Context: an optimization exercise on an open-source flow, tuned for small area and a short achievable clock period. The choices shown serve that exercise and are no tape-out recipe. RTL that was checked went through simulation tests only; none was proved equivalent to the original. Function not checked in run 2: the RTL went through the layout flow alone. Power and IR drop assume default switching activity.

**flow/config.mk**
```make
export PLATFORM = sky130hd
export DESIGN_NAME = instr_fetch_mem
export DESIGN_NICKNAME = instr_fetch_mem
export VERILOG_FILES = /design/flow/design.v
export SDC_FILE = /design/flow/constraint.sdc
export NUM_CORES = 4
export LEC_CHECK = 0
export CAP_MARGIN = 20
export CORE_MARGIN = 2
export CORE_UTILIZATION = 45
export PLACE_DENSITY = 0.6
export SLEW_MARGIN = 20
```
**flow/constraint.sdc**
```tcl
create_clock -name core_clock -period 4.5 [get_ports {CLK}]
set_input_delay 0.9000 -clock core_clock [delete_from_list [all_inputs] [get_ports {CLK}]]
set_output_delay 0.9000 -clock core_clock [all_outputs]
set_load 0.01 [all_outputs]
```
**flow/design.v**
```verilog
package instr_mem_pkg;
    typedef enum logic {
        S_IDLE = 1'b0,
        S_WAIT = 1'b1
    } fetch_state_e;
    localparam int              DEF_INSTR_WIDTH = 19;
    localparam int              DEF_DEPTH       = 128;
    localparam logic [18:0]     DEF_NOP_WORD    = 19'h0_0000;
    localparam int              CNT_W           = 4;
endpackage
import instr_mem_pkg::*;
module instr_mem_array #(
    parameter int INSTR_WIDTH = DEF_INSTR_WIDTH,
    parameter int DEPTH       = DEF_DEPTH,
    parameter int AW          = $clog2(DEPTH)
) (
    input  logic                   clk,
    input  logic                   wr_en,
    input  logic [AW-1:0]          wr_addr,
    input  logic [INSTR_WIDTH-1:0] wr_dat,
    input  logic [AW-1:0]          rd_addr,
    output logic [INSTR_WIDTH-1:0] rd_dat
);
    logic [INSTR_WIDTH-1:0] mem_q [DEPTH];
    always_ff @(posedge clk) begin
        if (wr_en) begin
            mem_q[wr_addr] <= wr_dat;
        end
    end
    assign rd_dat = mem_q[rd_addr];
endmodule
import instr_mem_pkg::*;
module instr_fetch_mem #(
    parameter int                     INSTR_WIDTH = DEF_INSTR_WIDTH,
    parameter int                     DEPTH       = DEF_DEPTH,
    parameter int                     PC_WIDTH    = 32,
    parameter int                     WAIT_STATES = 1,
    parameter logic [INSTR_WIDTH-1:0] NOP_WORD    = INSTR_WIDTH'(DEF_NOP_WORD),
    localparam int                    AW          = $clog2(DEPTH)
) (
    input  logic                   CLK,
    input  logic                   RESET,
    input  logic [PC_WIDTH-1:0]    PC,
    input  logic                   READ,
    output logic [INSTR_WIDTH-1:0] INSTRUCTION,
    output logic                   VALID,
    output logic                   BUSYWAIT,
    output logic                   FAULT,
    input  logic                   LOAD_EN,
    input  logic [AW-1:0]          LOAD_ADDR,
    input  logic [INSTR_WIDTH-1:0] LOAD_DATA
);
    instr_mem_pkg::fetch_state_e state_q, state_d;
    logic [CNT_W-1:0]       cnt_q, cnt_d;
    logic [PC_WIDTH-1:0]    pc_q, pc_d;
    logic [INSTR_WIDTH-1:0] instr_q, instr_d;
    logic                   valid_q, valid_d;
    logic                   fault_q, fault_d;
    logic [INSTR_WIDTH-1:0] rd_dat;
    logic                   pc_oor;
    assign pc_oor = (pc_q >= PC_WIDTH'(DEPTH));
    instr_mem_array #(
        .INSTR_WIDTH (INSTR_WIDTH),
        .DEPTH       (DEPTH),
        .AW          (AW)
    ) u_array (
        .clk     (CLK),
        .wr_en   (LOAD_EN && !RESET),
        .wr_addr (LOAD_ADDR),
        .wr_dat  (LOAD_DATA),
        .rd_addr (pc_q[AW-1:0]),
        .rd_dat  (rd_dat)
    );
    always_comb begin
        state_d = state_q;
        cnt_d   = cnt_q;
        pc_d    = pc_q;
        instr_d = instr_q;
        valid_d = 1'b0;
        fault_d = fault_q;
        case (state_q)
            S_IDLE: begin
                if (READ) begin
                    state_d = S_WAIT;
                    pc_d    = PC;
                    cnt_d   = CNT_W'(WAIT_STATES);
                end
            end
            S_WAIT: begin
                if (cnt_q == '0) begin
                    state_d = S_IDLE;
                    valid_d = 1'b1;
                    if (pc_oor) begin
                        instr_d = NOP_WORD;
                        fault_d = 1'b1;
                    end else begin
                        instr_d = rd_dat;
                    end
                end else begin
                    cnt_d = cnt_q - CNT_W'(1);
                end
            end
            default: state_d = S_IDLE;
        endcase
    end
    always_ff @(posedge CLK) begin
        if (RESET) begin
            state_q <= S_IDLE;
            cnt_q   <= '0;
            pc_q    <= '0;
            instr_q <= NOP_WORD;
            valid_q <= 1'b0;
            fault_q <= 1'b0;
        end else begin
            state_q <= state_d;
            cnt_q   <= cnt_d;
            pc_q    <= pc_d;
            instr_q <= instr_d;
            valid_q <= valid_d;
            fault_q <= fault_d;
        end
    end
    assign INSTRUCTION = instr_q;
    assign VALID       = valid_q;
    assign BUSYWAIT    = (state_q == S_WAIT);
    assign FAULT       = fault_q;
endmodule
```
**flow/run.sh**
```bash
#!/bin/bash
# synth_recipe.tcl (not shown) runs the flow's synth.tcl, then flattens the netlist and writes it again
# the make line also repeats each setting of config.mk as NAME=value (left out here)
make -C /OpenROAD-flow-scripts/flow DESIGN_CONFIG=/design/flow/config.mk WORK_HOME=/design/flow/orfs CLKGATE_MAP_FILE= SYNTH_SCRIPT=/design/flow/synth_recipe.tcl finish
```
==> results of run 1 <==
[worst reg2reg max path, cell delays in order (launching register included)]
cell      delay, ns
dfxtp_4        0.87
buf_12         0.46
buf_4          0.38
mux4_2         0.53
and2_1         0.17
a211oi_1       0.88
o41ai_1        0.21
a211oi_1       0.25
a311oi_1       0.08
[registers in the layout, summed over array words and instances, names as in the netlist, named ones only]
| name | flops |
|---|---|
| instr_q | 19 |
| valid_q | 1 |
| u_array.mem_q | 2432 |
| pc_q | 32 |
| cnt_q | 4 |
| fault_q | 1 |
| state_q | 1 |
[routing by layer]
metal,GRT usage,part of all wire,vias up
met2,0.374,0.46,2562
met4,0.104,0.044,4
met5,0,0.000077,-
met1,0.355,0.41,26300
met3,0.0480,0.089,459
li1,-,-,19600
[kinds of logic after synthesis]
group           count (synthesis)
buf+inv                       256
fa+ha+maj                       1
flops                        2497
compound gates                331
mux                           805
simple gates                  533
[layout make-up]
| class | instances | area share |
|---|---|---|
| flip-flops and latches | 2497 | 0.669 |
| inverters | 10 | 0.000383 |
| multi-input cells | 1670 | 0.190 |
| repair buffers | 425 | 0.0344 |
| diodes | 10 | 0.000225 |
| clock buffers | 361 | 0.0673 |
| well taps | 2838 | 0.0319 |
| clock inverters | 107 | 0.00757 |
[worst max-delay path by stage]
| stage | end | startpoint | cells after the start |
|---|---|---|---|
| 6_report | instr_q[7] | flop | 8 |
| 5_1_grt | instr_q[7] | flop | 8 |
| 4_1_cts | instr_q[7] | flop | 8 |
| 3_5_place_dp | instr_q[7] | flop | 8 |
| 3_3_place_gp | instr_q[18] | flop | 7 |
| 2_1_floorplan | u_array.mem_q[110][0] | LOAD_ADDR[1] | 5 |
[through the flow]
stage          instance area, um2  setup WS (ns)  cells
3_5_place_dp               103000          0.513   7440
2_1_floorplan               97200           1.27   4423
6_report                   111000          0.516   7918
3_3_place_gp               103000          0.552   7440
4_1_cts                    111000          0.487   7908
5_1_grt                    111000          0.328   7913
[power groups by stage]
stage / clock network, mW / logic [mW] / registers, mW
after floorplan: 0 / 1.54 / 26.1
after global placement: 0 / 2.92 / 26.1
after detailed placement: 0 / 2.94 / 26.1
after CTS: 21.5 / 2.95 / 25.7
after global routing: 22.4 / 3.06 / 25.6
final: 21.1 / 2.96 / 25.7
[layout by cell type, fill, tap and decap left out, types with 9 or more instances in the layout]
cell type | Yosys | routed
a211oi_1 | 10 | 10
o22ai_1 | 18 | 18
nand2_1 | 196 | 196
buf_12 | 7 | 38
nor2_1 | 182 | 53
o221ai_1 | 16 | 16
mux2i_1 | 179 | 179
a22oi_1 | 49 | 49
nor2_2 | 2 | 131
clkdlybuf4s50_1 | 0 | 63
mux2_2 | 18 | 18
nand3_1 | 44 | 44
o21ai_0 | 42 | 42
a31oi_1 | 14 | 14
nor3_1 | 17 | 17
a21oi_1 | 94 | 94
clkbuf_16 | 0 | 287
and3_1 | 12 | 12
dfxtp_1 | 65 | 59
edfxtp_1 | 2432 | 2432
buf_4 | 25 | 323
a221oi_1 | 20 | 20
clkinv_1 | 1 | 47
clkinv_2 | 0 | 34
diode_2 | 0 | 10
bufinv_16 | 0 | 12
mux4_1 | 111 | 111
nor4_1 | 14 | 14
clkbuf_1 | 52 | 71
nand4_1 | 9 | 9
mux4_2 | 497 | 497
==> out/summary.txt, run 1 <==
Max FO, Critical Path: 38
Syn Nets: 4,486
ANT nets after route: 0
Status: finished clean
Mapped Cells: 4,423
Max-slew violations: 0
Number of synthesized flops with an enable pin: 2,432
Post-Syn Area: 97,200 um2
Critical path capture point type: flop
Drt wl/cell: 34.4 um
Drt first-iter violations: 6,549
Startpoint types: flop
Worst Reg2Reg Path Length in Cells: 8
Antenna violations before repair: 19
Fill count: 16.6k
Setup TNS: 0 ns
Vias in the first global route: 47.5k
Worst hold path type: reg -> reg
Most numerous cell in the Yosys netlist: edfxtp_1
Post-synth top cells: 2,432 x edfxtp_1, 497 x mux4_2, 196 x nand2_1
Critical path's top delay family: compound AO/OA/AOI/OAI gates
Library cells used by synthesis: 76
Post-layout nets: 4,945
Vias: 48.9k
Synth warn: 2
Post-route clock period utilization: 0.885
Area fraction in compound gates after synthesis: 0.0233
Reg2reg setup slack: 0.52 ns
Sequential share of power: 0.516
Drt first pass iters: 7
Initial Util: 0.453
Ys async rst share: 0
Adder-cell share of the synthesized area: 0.000129
CP peak stage delay: 0.88 ns
Multi-input combinational cell area: 21,100 um2
Top-area cell type share of the netlist area: 0.751
Hold buffer count at CTS: 0
Num CTS Buffers: 278
Signal arrival time at the worst endpoint: 4.76 ns
Total wire length: 272,000 um
Comb pwr share: 0.059
Final Power: 49.8 mW
Hold path depth: 2
Most common cell type on the critical path: a211oi_1
Net Sw Power: 10.8 mW
Post-synthesis register bit count: 2,497
Maxcap violations: 0
Synth-to-Final Area Change: 14.4%
Clock period minus worst slack: 3.98 ns
PwrDens: 447 nW/um2
Top-Level Pins: 84
DP HPWL: 169,000 um
Hold slack: 0.454 ns
Share of layout cells above drive strength 1: 0.275
Fmax: 251 MHz
Clk latency of the worst-skew pair: 0.92 ns
Register cell area after layout: 74,300 um2
Worst-path clk slew: 0.06 ns
Clock sinks: 2,497
Synth top area cells: edfxtp_1 75%, mux4_2 12%, mux4_1 3.0%
Crit path required time: 5.27 ns
Slew margin rel.: 0.271
Worst reg2reg endpoint: instr_q[7]
Worst-path cell chain: buf_12 -> buf_4 -> mux4_2 -> and2_1 -> a211oi_1 -> o41ai_1 -> a211oi_1 -> a311oi_1
First-pass GRT wire length: 378,000 um
CTS root buf: clkbuf_16
Global placer's final weighted congestion: 0.925
Final Hold Fails: 0
Synth Area in Simple Gates: 0.0243
XOR/XNOR share of the synthesized area: 0
Htree depth: 5
Final setup fails: 0
Largest family of logic cells by synthesized area: multiplexers
Sequential-to-total area share from yosys stat: 0.765
Post-route DRC: 0
Total congestion overflow: 0
CTS resizes: 0
Worst Setup Path Type: reg -> reg
Maximum vdd drop: 400 uV
Mux contribution to synthesized area: 0.166
Mapped Avg Cell Area: 22.0 um2
Die Area: 220,000 um2
RSZ-0062 raised after global routing: false
Post-layout util: 0.518
Clk pwr share: 0.425
FP Rows: 170
Largest net degree at the start of global routing: 129
Net Sw Frac: 0.217
Avg Vias per Cell: 6.18
Sink of the worst hold path: pc_q[18]
Clock Skew: 0.0434 ns
Total Routing Usage GR: 0.248
Clock Path Buffers: 4
Worst-margin pin slew: 1.09 ns
Critical path's slowest cell: a211oi_1
Bufs and invs on worst path: 2
DIE WIDTH: 469 um
Internal power: 39.0 mW
Number of I/O port buffers: 83
Pleak: 34.7 nW
Synth Flop Type: edfxtp_1
Hold Crit Start: pc_q[18]
CORE AREA: 215,000 um2
Setup bufs post-CTS: 0
Top cell type by total area after synthesis: edfxtp_1
Die Height: 469 um
CTS tree: yes
==> run 2: changes to the inputs <==
==> flow/design.v (replaced) <==
package instr_mem_pkg;
    localparam int              DEF_INSTR_WIDTH = 19;
    localparam int              DEF_DEPTH       = 128;
    localparam logic [18:0]     DEF_NOP_WORD    = 19'h0_0000;
endpackage
import instr_mem_pkg::*;
module instr_mem_array #(
    parameter int INSTR_WIDTH = DEF_INSTR_WIDTH,
    parameter int DEPTH       = DEF_DEPTH,
    parameter int AW          = $clog2(DEPTH)
) (
    input  logic                   clk,
    input  logic                   wr_en,
    input  logic [AW-1:0]          wr_addr,
    input  logic [INSTR_WIDTH-1:0] wr_dat,
    input  logic [AW-1:0]          rd_addr,
    output logic [INSTR_WIDTH-1:0] rd_dat
);
    logic [INSTR_WIDTH-1:0] mem_q [DEPTH];
    always_ff @(posedge clk) begin
        if (wr_en) begin
            mem_q[wr_addr] <= wr_dat;
        end
    end
    assign rd_dat = mem_q[rd_addr];
endmodule
import instr_mem_pkg::*;
module instr_fetch_mem #(
    parameter int                     INSTR_WIDTH = DEF_INSTR_WIDTH,
    parameter int                     DEPTH       = DEF_DEPTH,
    parameter int                     PC_WIDTH    = 32,
    parameter int                     WAIT_STATES = 1,
    parameter logic [INSTR_WIDTH-1:0] NOP_WORD    = INSTR_WIDTH'(DEF_NOP_WORD),
    localparam int                    AW          = $clog2(DEPTH)
) (
    input  logic                   CLK,
    input  logic                   RESET,
    input  logic [PC_WIDTH-1:0]    PC,
    input  logic                   READ,
    output logic [INSTR_WIDTH-1:0] INSTRUCTION,
    output logic                   VALID,
    output logic                   BUSYWAIT,
    output logic                   FAULT,
    input  logic                   LOAD_EN,
    input  logic [AW-1:0]          LOAD_ADDR,
    input  logic [INSTR_WIDTH-1:0] LOAD_DATA
);
    logic                   busy_q;    
    logic                   first_q;   
    logic [AW-1:0]          pc_q;      
    logic                   oor_q;     
    logic [INSTR_WIDTH-1:0] instr_q;
    logic                   valid_q;
    logic                   fault_q;
    logic [INSTR_WIDTH-1:0] rd_dat;
    logic                   accept;
    logic                   done;
    assign accept = READ && !busy_q;
    assign done   = busy_q && !first_q;
    instr_mem_array #(
        .INSTR_WIDTH (INSTR_WIDTH),
        .DEPTH       (DEPTH),
        .AW          (AW)
    ) u_array (
        .clk     (CLK),
        .wr_en   (LOAD_EN && !RESET),
        .wr_addr (LOAD_ADDR),
        .wr_dat  (LOAD_DATA),
        .rd_addr (pc_q),
        .rd_dat  (rd_dat)
    );
    always_ff @(posedge CLK) begin
        if (accept) begin
            pc_q  <= PC[AW-1:0];
            oor_q <= (PC >= PC_WIDTH'(DEPTH));
        end
    end
    always_ff @(posedge CLK) begin
        if (RESET) begin
            busy_q  <= 1'b0;
            first_q <= 1'b0;
            valid_q <= 1'b0;
            fault_q <= 1'b0;
            instr_q <= NOP_WORD;
        end else begin
            busy_q  <= accept || first_q;
            first_q <= accept;
            valid_q <= done;
            if (done) begin
                instr_q <= oor_q ? NOP_WORD : rd_dat;
                fault_q <= fault_q || oor_q;
            end
        end
    end
    assign INSTRUCTION = instr_q;
    assign VALID       = valid_q;
    assign BUSYWAIT    = busy_q;
    assign FAULT       = fault_q;
endmodule
==> out/summary.txt, run 2 <==
Crit. path cell count: 6 (-2)
CTS resizes: 0 (unchanged)
Critical path's top delay family: multiplexers
Syn Nets: 4,307 (-4.0%)
Drt first-iter violations: 5,947 (-9.2%)
Clock Path Buffers: 4 (unchanged)
Synth top area cells: edfxtp_1 78%, mux4_2 13%, mux2i_1 2.5%
Post-layout util: 0.520 (+0.00165)
Worst reg2reg endpoint: instr_q[18]
Library cells used by synthesis: 44 (-42%)
Vias in the first global route: 45.2k (-4.9%)
Clock Skew: 0.0561 ns (+0.0128 ns)
CTS root buf: clkbuf_16
DP HPWL: 154,000 um (-9.2%)
Htree depth: 5 (unchanged)
Post-Syn Area: 94,400 um2 (-2.8%)
Fill count: 16.1k (-2.4%)
Post-synth top cells: 2,440 x edfxtp_1, 561 x mux4_2, 236 x mux2i_1
CP endpoint: instr_q[18]
Synth Flop Type: edfxtp_1
Final setup fails: 0 (unchanged)
CORE AREA: 209,000 um2 (-2.5%)
Register cell area after layout: 73,900 um2 (-0.62%)
Share of layout cells above drive strength 1: 0.287 (+0.0115)
Worst hold path type: reg -> reg
Number of I/O port buffers: 83 (unchanged)
DIE WIDTH: 462 um (-1.4%)
Top Registers: u_array.mem_q x2432, instr_q x19, pc_q x7
Setup TNS: 0 ns (unchanged)
PwrDens: 461 nW/um2 (+3.0%)
Critical path capture point type: flop
Number of synthesized flops with an enable pin: 2,440 (+0.33%)
Setup bufs post-CTS: 0 (unchanged)
M3 GR Usage: 0.0380 (-0.0100)
Worst-path cell chain: buf_12 -> mux4_2 -> mux2i_1 -> o22ai_1 -> o21ai_1 -> nand3_1
Clock period minus worst slack: 3.68 ns (-0.300 ns)
Hold buffer count at CTS: 0 (unchanged)
Post-route DRC: 0 (unchanged)
Ys async rst share: 0 (unchanged)
Sequential-to-total area share from yosys stat: 0.782 (+0.0174)
Total Routing Usage GR: 0.232 (-0.0155)
Vias: 45.5k (-7.0%)
ANT nets after route: 0 (unchanged)
Status: finished clean
Slew margin rel.: 0.190 (-0.0807)
Hold slack: 0.476 ns (+0.0221 ns)
Synth warn: 2 (unchanged)
Final Hold Fails: 0 (unchanged)
Drt wl/cell: 32.4 um (-5.8%)
Initial Util: 0.452 (-0.00132)
Largest net degree at the start of global routing: 100 (-22%)
Drt first pass iters: 6 (-1)
Crit path required time: 5.26 ns (about the same)
Top-area cell type share of the netlist area: 0.776 (+0.0244)
Most common library cell in the layout ignoring fill and taps: edfxtp_1
Signal arrival time at the worst endpoint: 4.45 ns (-0.31 ns)
FP Rows: 168 (-1.2%)
Bufs and invs on worst path: 1 (-1)
Max FO, Critical Path: 75 (+97%)
Top Usage Layer GRT: met2
Mapped Avg Cell Area: 22.2 um2 (+1.2%)
Most frequent cells in the layout: 2,440 x edfxtp_1, 561 x mux4_2, 283 x clkbuf_16
Post-synthesis register bit count: 2,470 (-1.1%)
Multi-input combinational cell area: 19,700 um2 (-6.6%)
Mapped Cells: 4,245 (-4.0%)
Startpoint types: flop
Max-slew violations: 0 (unchanged)
Global placer's final weighted congestion: 1.07 (+16%)
Max reg flops: 2,432 (unchanged)
Clk latency of the worst-skew pair: 0.91 ns (about the same)
Top-Level Pins: 84 (unchanged)
Die Area: 214,000 um2 (-2.8%)
Num CTS Buffers: 274 (-1.4%)
GR Layer Usage met1: 0.327 (-0.0283)
Clock sinks: 2,470 (-1.1%)
Final Cell Area: 109,000 um2 (-2.2%)
CP peak stage delay: 0.81 ns (-0.07 ns)
Antenna violations before repair: 13 (-6)
Worst Setup Path Type: reg -> reg
Top reg by flops: u_array.mem_q
Maxcap violations: 0 (unchanged)
Critical path's slowest cell: dfxtp_4
Worst-margin pin slew: 1.21 ns (+0.125 ns)
Worst-path clk slew: 0.06 ns (about the same)
Placed cell areas: 100,000 um2 (-2.4%)
Die Height: 462 um (-1.4%)
Worst Reg2Reg Path Length in Cells: 6 (-2)
Most numerous cell in the Yosys netlist: edfxtp_1
RSZ-0062 raised after global routing: false
First-pass GRT wire length: 346,000 um (-8.5%)
Reg2reg setup slack: 0.82 ns (+0.30 ns)
Synth-to-Final Area Change: 15.1%
Pleak: 34.2 nW (-1.3%)
CTS tree: yes
Avg Vias per Cell: 5.96 (-3.4%)
Post-route clock period utilization: 0.819 (-0.0666)
Post-layout nets: 4,701 (-4.9%)
GR Util met2: 0.366 (-0.00771)
Total wire length: 247,000 um (-9.3%)
Maximum vdd drop: 451 uV (+13%)
Fmax: 271 MHz (+8.1%)
Top cell type by total area after synthesis: edfxtp_1
Total congestion overflow: 0 (unchanged)
==> run 2: logic make-up after synthesis <==
group | after synthesis | share of synthesized area
AO/OA/AOI/OAI | 328 | 0.0236
buffers and inverters | 239 | 0.0125
flip-flops | 2470 | 0.782
multiplexers | 831 | 0.163
AND/OR/NAND/NOR | 377 | 0.0187
==> run 2: power breakdown <==
part	switching (mW)	internal, mW
clock	8.61	12.5
sequential	0.0953	25.3
combinational	2.26	1.35
==> run 2: worst min-delay path by stage <==
stage	start	end	slack [ns]	cells past startpoint
floorplan	first_q	busy_q	0.44	2
global placement	pc_q[2]	flop	0.46	1
detailed placement	pc_q[6]	flop	0.47	1
CTS	LOAD_DATA[10]	u_array.mem_q[51][10]	0.47	1
global route	pc_q[3]	flop	0.49	1
finish	pc_q[3]	flop	0.48	1
==> run 2: metal layers <==
| layer | share of wire | routed length (um) |
|---|---|---|
| met1 | 0.41 | 101000 |
| met2 | 0.48 | 119000 |
| met3 | 0.069 | 17100 |
| met4 | 0.039 | 9640 |
| met5 | 0 | 0 |
==> run 2: area by class of cell <==
class	count	share of cell area
diodes	4	0.0000921
clock buffers	337	0.0671
flip-flops and latches	2470	0.680
inverters	3	0.000104
clock inverters	118	0.00937
repair buffers	354	0.0303
multi-input cells	1536	0.181
well taps	2805	0.0323
==> run 2: metrics by stage <==
stage,power (mW),setup WS [ns],cells
3_5_place_dp,29.5,0.349,7168
4_1_cts,50.5,0.736,7623
6_report,50.1,0.816,7627
3_3_place_gp,29.5,0.357,7168
2_1_floorplan,27.8,1.29,4245
5_1_grt,51.5,0.632,7625

port drivers added, routing unchanged:
No port has a modelled driver above. Below, the same layouts with a new extraction and two added sets of constraints.
Step 1: set_driving_cell puts a clkbuf_16 on CLK and a buf_2 on each other input, an assumption about the parent block.
Step 2 times the ports against the registers' clock, not the clock port: input delays grow and output delays shrink by t, the midpoint of the rising clock arrivals with the driver on.
Three values: ideal ports, drivers, drivers and shift; two values: the first two.
run	shift t [ns]	slack for setup (ns)	worst register clock-pin slew, ns
run 1	0.993	0.516 / 0.516 / 0.370	0.06 / 0.06
run 2	0.986	0.816 / 0.816 / 0.148	0.06 / 0.06
After both steps every run listed still meets setup and hold. For run 2, which loses most, drivers alone change the setup slack by 0.000 ns; drivers and shift together by -0.668 ns.
